What follows belongs to an exercise in optimizing a design on an open flow for a short achievable clock period and few clock cycles; a production flow would make more cautious choices. Only simulation tests tie the RTL to the original design; equivalence was not proved. Power figures rest on the tool's default switching activity, not on a simulated workload.

## core_top
module core_top (
  input  logic                      clk_i,
  input  logic                      rstn_i,
  output logic [core_pkg::XLEN-1:0] imem_addr_o,
  input  logic [31:0]               imem_data_i,    
  output logic [65:0]               dmem_req_o,     
  input  logic [core_pkg::XLEN-1:0] dmem_rdata_i
);
Size: roughly 1700 flip-flops, about 160 I/O pins, ~0.090 sq mm of cells after synthesis.
clock: 14.0 ns
lec_check: 0
abc_clock_period_in_ps: 3500
cap_margin: 20
core_margin: 2
core_utilization: 30
place_density: 0.5
slew_margin: 20
standard.sh (not shown) runs the stock make flow with config.mk's settings and CLKGATE_MAP_FILE= SYNTH_SCRIPT=/design/flow/synth_recipe.tcl, a recipe that flattens the netlist after the stock synthesis.
==> flow/flow/run.sh <==
#!/bin/bash
# Standard layout, with timing repair asked to leave setup slack beyond the clock period so
# that the layout is optimised for a short achieved period. The constraints are unchanged.
set -euo pipefail
export SETUP_SLACK_MARGIN=10
bash standard.sh finish > standard_flow.log 2>&1
Testbench counts at the start, summed over its fixed seeds: cycles 29,440.
Next try:
--- a/flow/design.v
+++ b/flow/design.v
@@ -386,16 +386,17 @@
   input  logic                      clk_i,
   input  logic                      rstn_i,
   output logic [core_pkg::XLEN-1:0] imem_addr_o,
   input  logic [31:0]               imem_data_i,    
   output logic [65:0]               dmem_req_o,     
   input  logic [core_pkg::XLEN-1:0] dmem_rdata_i
 );
   logic [31:0] pc_q;
+  logic [31:0] imem_addr_q;     
   logic        d_valid_q;
   logic [31:0] d_inst_q;
   logic [31:0] d_pc_q;
   logic        d_bp_q;          
   logic [31:0] d_next_q;        
   logic               e_valid_q;
   logic [31:0]        e_a_q;
   logic [31:0]        e_b_q;
@@ -432,17 +433,17 @@
   logic        btb_we;
   logic [31:0] pc_plus4;
   logic [31:0] pc_d;
   logic        ex_redirect;
   logic [31:0] ex_target;
   logic        id_redirect;
   logic [31:0] id_target;
   logic        stall;
-  assign imem_addr_o = pc_q;
+  assign imem_addr_o = imem_addr_q;
   assign pc_plus4    = pc_q + 32'd4;
   core_datapath #(.N(2)) btb_i (
     .clk_i       (clk_i),
     .rstn_i      (rstn_i),
     .pc_i        (pc_q),
     .hit_o       (btb_hit),
     .target_o    (btb_target),
     .next_inst_o (btb_next),
@@ -466,16 +467,23 @@
   end
   always_ff @(posedge clk_i or negedge rstn_i)
   begin
     if (!rstn_i)
       pc_q <= '0;
     else
       pc_q <= pc_d;
   end
+  always_ff @(posedge clk_i)
+  begin
+    if (!rstn_i)
+      imem_addr_q <= '0;
+    else
+      imem_addr_q <= pc_d;
+  end
   always_ff @(posedge clk_i or negedge rstn_i)
   begin
     if (!rstn_i)
       d_valid_q <= 1'b0;
     else if (ex_redirect)
       d_valid_q <= e_restart_q;
     else if (id_redirect)
       d_valid_q <= 1'b0;
@@ -671,25 +679,34 @@
   assign ex_redirect = e_jalr_q || (e_branch_q && (ex_taken != e_pred_q));
   assign ex_target   = e_jalr_q ? {ex_sum[31:1], 1'b0} : e_alt_pc_q;
   always_ff @(posedge clk_i or negedge rstn_i)
   begin
     if (!rstn_i)
     begin
       m_wr_q   <= 1'b0;
       m_load_q <= 1'b0;
-      m_we_q   <= 1'b0;
-      m_re_q   <= 1'b0;
     end
     else
     begin
       m_wr_q   <= e_wr_q;
       m_load_q <= e_load_q;
-      m_we_q   <= e_store_q;
-      m_re_q   <= e_load_q;
+    end
+  end
+  always_ff @(posedge clk_i)
+  begin
+    if (!rstn_i)
+    begin
+      m_we_q <= 1'b0;
+      m_re_q <= 1'b0;
+    end
+    else
+    begin
+      m_we_q <= e_store_q;
+      m_re_q <= e_load_q;
     end
   end
   always_ff @(posedge clk_i)
   begin
     m_rd_q    <= e_rd_q;
     m_res_q   <= ex_res;
     m_addr_q  <= ex_sum;
     m_wdata_q <= e_sdata_q;
The changed run finished clean.
Worst setup slack improves by 0.11 ns.
Final cell count rises by a few percent.
Combinational power falls slightly.
Final area rises by a few percent.
Die area rises by a few percent.
Via count rises by a few percent.
Non-clock buffer count rises by 53.
Clock-buffer cell count falls by 12.
Testbench counts after the change, summed over its fixed seeds: cycles 29,440.

port drivers added, routing unchanged:
In the flow no input, the clock included, has a driving cell. The finished layouts below were timed again as built, in two steps.
Step 1 assumes that a clkbuf_16 drives the clock port and a buf_2 every other input.
Step 2 adds t to the input delays and takes it off the output delays; t is the mean of the earliest and latest rising clock arrival at the registers after step 1. Input paths then give back, and output paths get back, about the clock's delay inside the block.
Slacks: ideal / step 1 / step 2; pairs: ideal / step 1.
run	t (ns)	slack for setup (ns)	worst setup path after step 2	slew at the worst register clock pin (ns)
the first run	0.962	9.639 / 9.534 / 9.097	input to register	0.07 / 0.07
the second run	0.970	9.746 / 9.666 / 8.993	input to register	0.08 / 0.08
After both steps every run listed still meets setup and hold. The setup slack of the second run, which loses most, moves by -0.080 ns with the drivers and by -0.753 ns with both steps.
